Context: an optimization exercise on an open-source flow, tuned for small area. The choices shown serve that exercise and are no tape-out recipe.
RTL that was checked went through simulation tests only; none was proved equivalent to the original.
The clock input has no modelled driver; a real chip could not lean on it and would need a root buffer or a full tree.
No activity file was given, so power comes from the tool's default toggle rates.

==> flow/design.v <==
`timescale 1ns/1ns
package wallace_mult_pkg;
  localparam logic [7:0] ADDR_OPERAND_A = 8'h00;
  localparam logic [7:0] ADDR_OPERAND_B = 8'h04;
  localparam logic [7:0] ADDR_CTRL      = 8'h08;
  localparam logic [7:0] ADDR_STATUS    = 8'h0C;
  localparam logic [7:0] ADDR_PRODUCT   = 8'h10;
endpackage
`timescale 1ns/1ns
`default_nettype none
module wallace_mult_apb (
  input  wire        clk,
  input  wire        rst_n,
  input  wire        psel,
  input  wire        penable,
  input  wire        pwrite,
  input  wire [7:0]  paddr,
  input  wire [31:0] pwdata,
  output wire [31:0] prdata,
  output wire        pready,
  output wire        pslverr
);
  logic [15:0] a_q, b_q;    
  logic [7:0]  ax, ay;      
  logic [7:0]  x, y;        
  logic [15:0] pl;          
  logic        bq;          
  logic [4:0]  cnt;         
  logic        busy, done;
  wire base   = (paddr[7:5] == 3'b000) & (paddr[1:0] == 2'b00);
  wire sel_a  = base & (paddr[4:2] == 3'd0);
  wire sel_b  = base & (paddr[4:2] == 3'd1);
  wire sel_c  = base & (paddr[4:2] == 3'd2);
  wire sel_s  = base & (paddr[4:2] == 3'd3);
  wire sel_p  = base & (paddr[4:2] == 3'd4);
  wire mapped = base & (~paddr[4] | (paddr[3:2] == 2'b00));
  wire wr    = psel & penable & pwrite;
  wire start = wr & sel_c & pwdata[0] & ~busy;
  assign pready  = ~(busy & ~pwrite & sel_p);
  assign pslverr = ~mapped;
  wire [31:0] p = {y, x, pl};
  wire rd_a = sel_a;
  wire rd_b = sel_b;
  wire rd_p = sel_p & done;
  assign prdata[31:16] = {16{rd_p}} & p[31:16];
  assign prdata[15:2]  = ({14{rd_a}} & a_q[15:2]) | ({14{rd_b}} & b_q[15:2]) |
                         ({14{rd_p}} & p[15:2]);
  assign prdata[1:0]   = ({2{rd_a}} & a_q[1:0]) | ({2{rd_b}} & b_q[1:0]) |
                         ({2{rd_p}} & p[1:0]) | ({2{sel_s}} & {done, busy});
  wire       ph  = cnt[0];
  wire       b   = ph ? bq : pl[0];
  wire [7:0] addend = ax & {8{b}};
  wire [8:0] c;
  wire [7:0] u;
  assign c[0] = ph & y[7];
  genvar i;
  generate
    for (i = 0; i < 8; i++) begin : g_add
      assign u[i]   = x[i] ^ addend[i] ^ c[i];
      assign c[i+1] = (x[i] & addend[i]) | (x[i] & c[i]) | (addend[i] & c[i]);
    end
  endgenerate
  wire        pl_ld = start;
  wire        pl_sh = ~start & busy & ~ph;
  wire        pl_hd = ~start & ~(busy & ~ph);
  wire [15:0] pl_d  = ({16{pl_ld}} & b_q) | ({16{pl_sh}} & {u[0], pl[15:1]}) |
                      ({16{pl_hd}} & pl);
  always_ff @(posedge clk) begin
    ax <= start ? a_q[7:0]  : ay;
    ay <= start ? a_q[15:8] : ax;
    if (start) begin
      x <= 8'h00;
      y <= 8'h00;
    end else if (busy) begin
      x <= {ph ? u[0] : y[7], y[6:0]};
      y <= {c[8], u[7:1]};
    end
    pl <= pl_d;
    bq  <= pl[0];
    cnt <= start ? 5'd0 : cnt + 5'd1;
  end
  always_ff @(posedge clk) begin
    if (!rst_n) begin
      a_q  <= 16'h0000;
      b_q  <= 16'h0000;
      busy <= 1'b0;
      done <= 1'b0;
    end else begin
      if (wr & sel_a) a_q <= pwdata[15:0];
      if (wr & sel_b) b_q <= pwdata[15:0];
      if (start) begin
        busy <= 1'b1;
        done <= 1'b0;
      end else if (busy & (cnt == 5'd31)) begin
        busy <= 1'b0;
        done <= 1'b1;
      end
    end
  end
endmodule
`default_nettype wire
clock: 5.0 ns
lec_check: 0
cap_margin: 0
core_margin: 2
core_utilization: 70
gpl_timing_driven: 0
place_density: 0.8
slew_margin: 0
standard.sh (not shown) runs the stock make flow with config.mk's settings and CLKGATE_MAP_FILE= SYNTH_SCRIPT=/design/flow/synth_recipe.tcl, a recipe that flattens the netlist after the stock synthesis.
==> flow/flow/run.sh <==
#!/bin/bash
# Own flow: the standard layout (standard.sh), with these changes:
#  - synthesis: the standard synthesis script, except that ABC maps the
#    logic with flow/abc_area.script (area-oriented) instead of ORFS's script,
#    and then each mux2_1 becomes an a22o_1 with one shared select inverter
#    (flow/mux2map.v). Registers, their names and cells are untouched: they
#    are mapped before ABC runs.
#  - port buffers are the smallest buffer cell (buf_1).
#  - clock: after CTS, flow/post_cts.tcl (POST_CTS hook) replaces the H-tree
#    with CLK_GROUPS clock buffers on the clock port, one per equal-size
#    placement cluster of registers (all registers see the same buffer depth),
#    then downsizes cells that have slack (repair_timing -recover_power).
set -euo pipefail
W=$PWD
export BUFFER_PORTS_ARGS="-buffer_cell sky130_fd_sc_hd__buf_1"
export CTS_ARGS="-sink_clustering_enable -repair_clock_nets -dont_use_dummy_load"
export POST_CTS_TCL="$W/flow/post_cts.tcl"
export CLK_ROOT_CELL=sky130_fd_sc_hd__clkbuf_16
export CLK_GROUPS=3

{
  echo 'proc abc {args} {'
  echo '  set i [lsearch -exact $args -script]'
  echo "  if {\$i >= 0} { lset args [expr {\$i + 1}] {$W/flow/abc_area.script} }"
  echo '  yosys abc {*}$args'
  echo "  yosys techmap -map {$W/flow/mux2map.v}"
  echo '  yosys opt_merge -share_all t:sky130_fd_sc_hd__inv_1'
  echo '  yosys opt_clean -purge'
  echo '}'
  echo "source {$W/synth_recipe.tcl}"
} > "$W/own_synth.tcl"
sed -e "s#SYNTH_SCRIPT=[^ ]*#SYNTH_SCRIPT=$W/own_synth.tcl#" standard.sh > own_synth.sh
grep -q "SYNTH_SCRIPT=$W/own_synth.tcl" own_synth.sh

bash own_synth.sh synth > synth.log 2>&1
bash standard.sh finish > layout.log 2>&1
Other scripts of this flow, unchanged in this note and not shown: flow/flow/abc_area.script, flow/flow/mux2map.v, flow/flow/post_cts.tcl
Then changed:
--- a/flow/design.v
+++ b/flow/design.v
@@ -21,11 +21,11 @@
   output wire        pslverr
 );
   logic [15:0] a_q, b_q;    
-  logic [7:0]  ax, ay;      
-  logic [7:0]  x, y;        
-  logic [15:0] pl;          
-  logic        bq;          
-  logic [4:0]  cnt;         
+  logic [3:0]  a0, a1, a2, a3;   
+  logic [3:0]  x, q1, q2, q3;   
+  logic [15:0] pl;              
+  logic        s0;              
+  logic [5:0]  cnt;             
   logic        busy, done;
   wire base   = (paddr[7:5] == 3'b000) & (paddr[1:0] == 2'b00);
   wire sel_a  = base & (paddr[4:2] == 3'd0);
@@ -38,7 +38,7 @@
   wire start = wr & sel_c & pwdata[0] & ~busy;
   assign pready  = ~(busy & ~pwrite & sel_p);
   assign pslverr = ~mapped;
-  wire [31:0] p = {y, x, pl};
+  wire [31:0] p = {q3, q2, q1, x, pl};
   wire rd_a = sel_a;
   wire rd_b = sel_b;
   wire rd_p = sel_p & done;
@@ -47,37 +47,45 @@
                          ({14{rd_p}} & p[15:2]);
   assign prdata[1:0]   = ({2{rd_a}} & a_q[1:0]) | ({2{rd_b}} & b_q[1:0]) |
                          ({2{rd_p}} & p[1:0]) | ({2{sel_s}} & {done, busy});
-  wire       ph  = cnt[0];
-  wire       b   = ph ? bq : pl[0];
-  wire [7:0] addend = ax & {8{b}};
-  wire [8:0] c;
-  wire [7:0] u;
-  assign c[0] = ph & y[7];
+  wire [1:0] cyc   = cnt[1:0];
+  wire       first = (cyc == 2'd0);
+  wire       last  = (cyc == 2'd3);
+  wire       b     = pl[0];
+  wire [3:0] addend = a0 & {4{b}};
+  wire [4:0] c;
+  wire [3:0] u;
+  assign c[0] = ~first & q3[3];
   genvar i;
   generate
-    for (i = 0; i < 8; i++) begin : g_add
+    for (i = 0; i < 4; i++) begin : g_add
       assign u[i]   = x[i] ^ addend[i] ^ c[i];
       assign c[i+1] = (x[i] & addend[i]) | (x[i] & c[i]) | (addend[i] & c[i]);
     end
   endgenerate
   wire        pl_ld = start;
-  wire        pl_sh = ~start & busy & ~ph;
-  wire        pl_hd = ~start & ~(busy & ~ph);
-  wire [15:0] pl_d  = ({16{pl_ld}} & b_q) | ({16{pl_sh}} & {u[0], pl[15:1]}) |
+  wire        pl_sh = ~start & busy & last;
+  wire        pl_hd = ~start & ~(busy & last);
+  wire [15:0] pl_d  = ({16{pl_ld}} & b_q) | ({16{pl_sh}} & {s0, pl[15:1]}) |
                       ({16{pl_hd}} & pl);
   always_ff @(posedge clk) begin
-    ax <= start ? a_q[7:0]  : ay;
-    ay <= start ? a_q[15:8] : ax;
+    a0 <= start ? a_q[3:0]   : a1;
+    a1 <= start ? a_q[7:4]   : a2;
+    a2 <= start ? a_q[11:8]  : a3;
+    a3 <= start ? a_q[15:12] : a0;
     if (start) begin
-      x <= 8'h00;
-      y <= 8'h00;
+      x  <= 4'h0;
+      q1 <= 4'h0;
+      q2 <= 4'h0;
+      q3 <= 4'h0;
     end else if (busy) begin
-      x <= {ph ? u[0] : y[7], y[6:0]};
-      y <= {c[8], u[7:1]};
+      x  <= q1;
+      q1 <= q2;
+      q2 <= {first ? q3[3] : u[0], q3[2:0]};
+      q3 <= {c[4], u[3:1]};
     end
     pl <= pl_d;
-    bq  <= pl[0];
-    cnt <= start ? 5'd0 : cnt + 5'd1;
+    if (first) s0 <= u[0];
+    cnt <= start ? 6'd0 : cnt + 6'd1;
   end
   always_ff @(posedge clk) begin
     if (!rst_n) begin
@@ -91,7 +99,7 @@
       if (start) begin
         busy <= 1'b1;
         done <= 1'b0;
-      end else if (busy & (cnt == 5'd31)) begin
+      end else if (busy & (cnt == 6'd63)) begin
         busy <= 1'b0;
         done <= 1'b1;
       end
Outcome: Via count went down by 2.3%; final area went down by 1.8%; synthesized cell count is unchanged; utilization went down by 0.91 points; die area went down by 1.3%; critical path depth went down by 3; cell count hardly moves; clock power went up by about 2%; setup slack improves by 410 ps; total power went up by 3.9%; fmax went up by 9.8%; sequential cell count went up by 1; routed wire length went down by 3.7%; area after synthesis went down by 1.3%.
The RTL of the second run of this note was laid out without a check of its function. No run of this note takes its clock network from TritonCTS; it comes from the design's own scripts or RTL.

[what the ideal ports hide]
In the flow no input, the clock included, has a driving cell. The finished layouts below were timed again as built, in two steps. Step 1, drivers: a clkbuf_16 drives clk and a buf_2 each remaining input, both assumed. Step 2 moves the port delays by t, midway between the first and last clock arrival at a register: inputs arrive t later, outputs are due t later. That takes back most of the time a late clock gives input paths. Slacks: ideal ports / drivers / drivers and shift; pairs: ideal ports / drivers.
| run | t (ns) | setup slack, ns | worst register clock-pin slew, ns | worst slew at a driven data input, ns |
|---|---|---|---|---|
| the first run | 0.223 | 0.341 / 0.341 / 0.341 | 0.11 / 0.11 | 0.05 |
| the second run | 0.225 | 0.755 / 0.739 / 0.569 | 0.11 / 0.11 | 0.04 |
After both steps setup and hold are still met in every run listed. For the second run, which loses most, drivers alone change the setup slack by -0.016 ns; drivers and shift together by -0.186 ns.
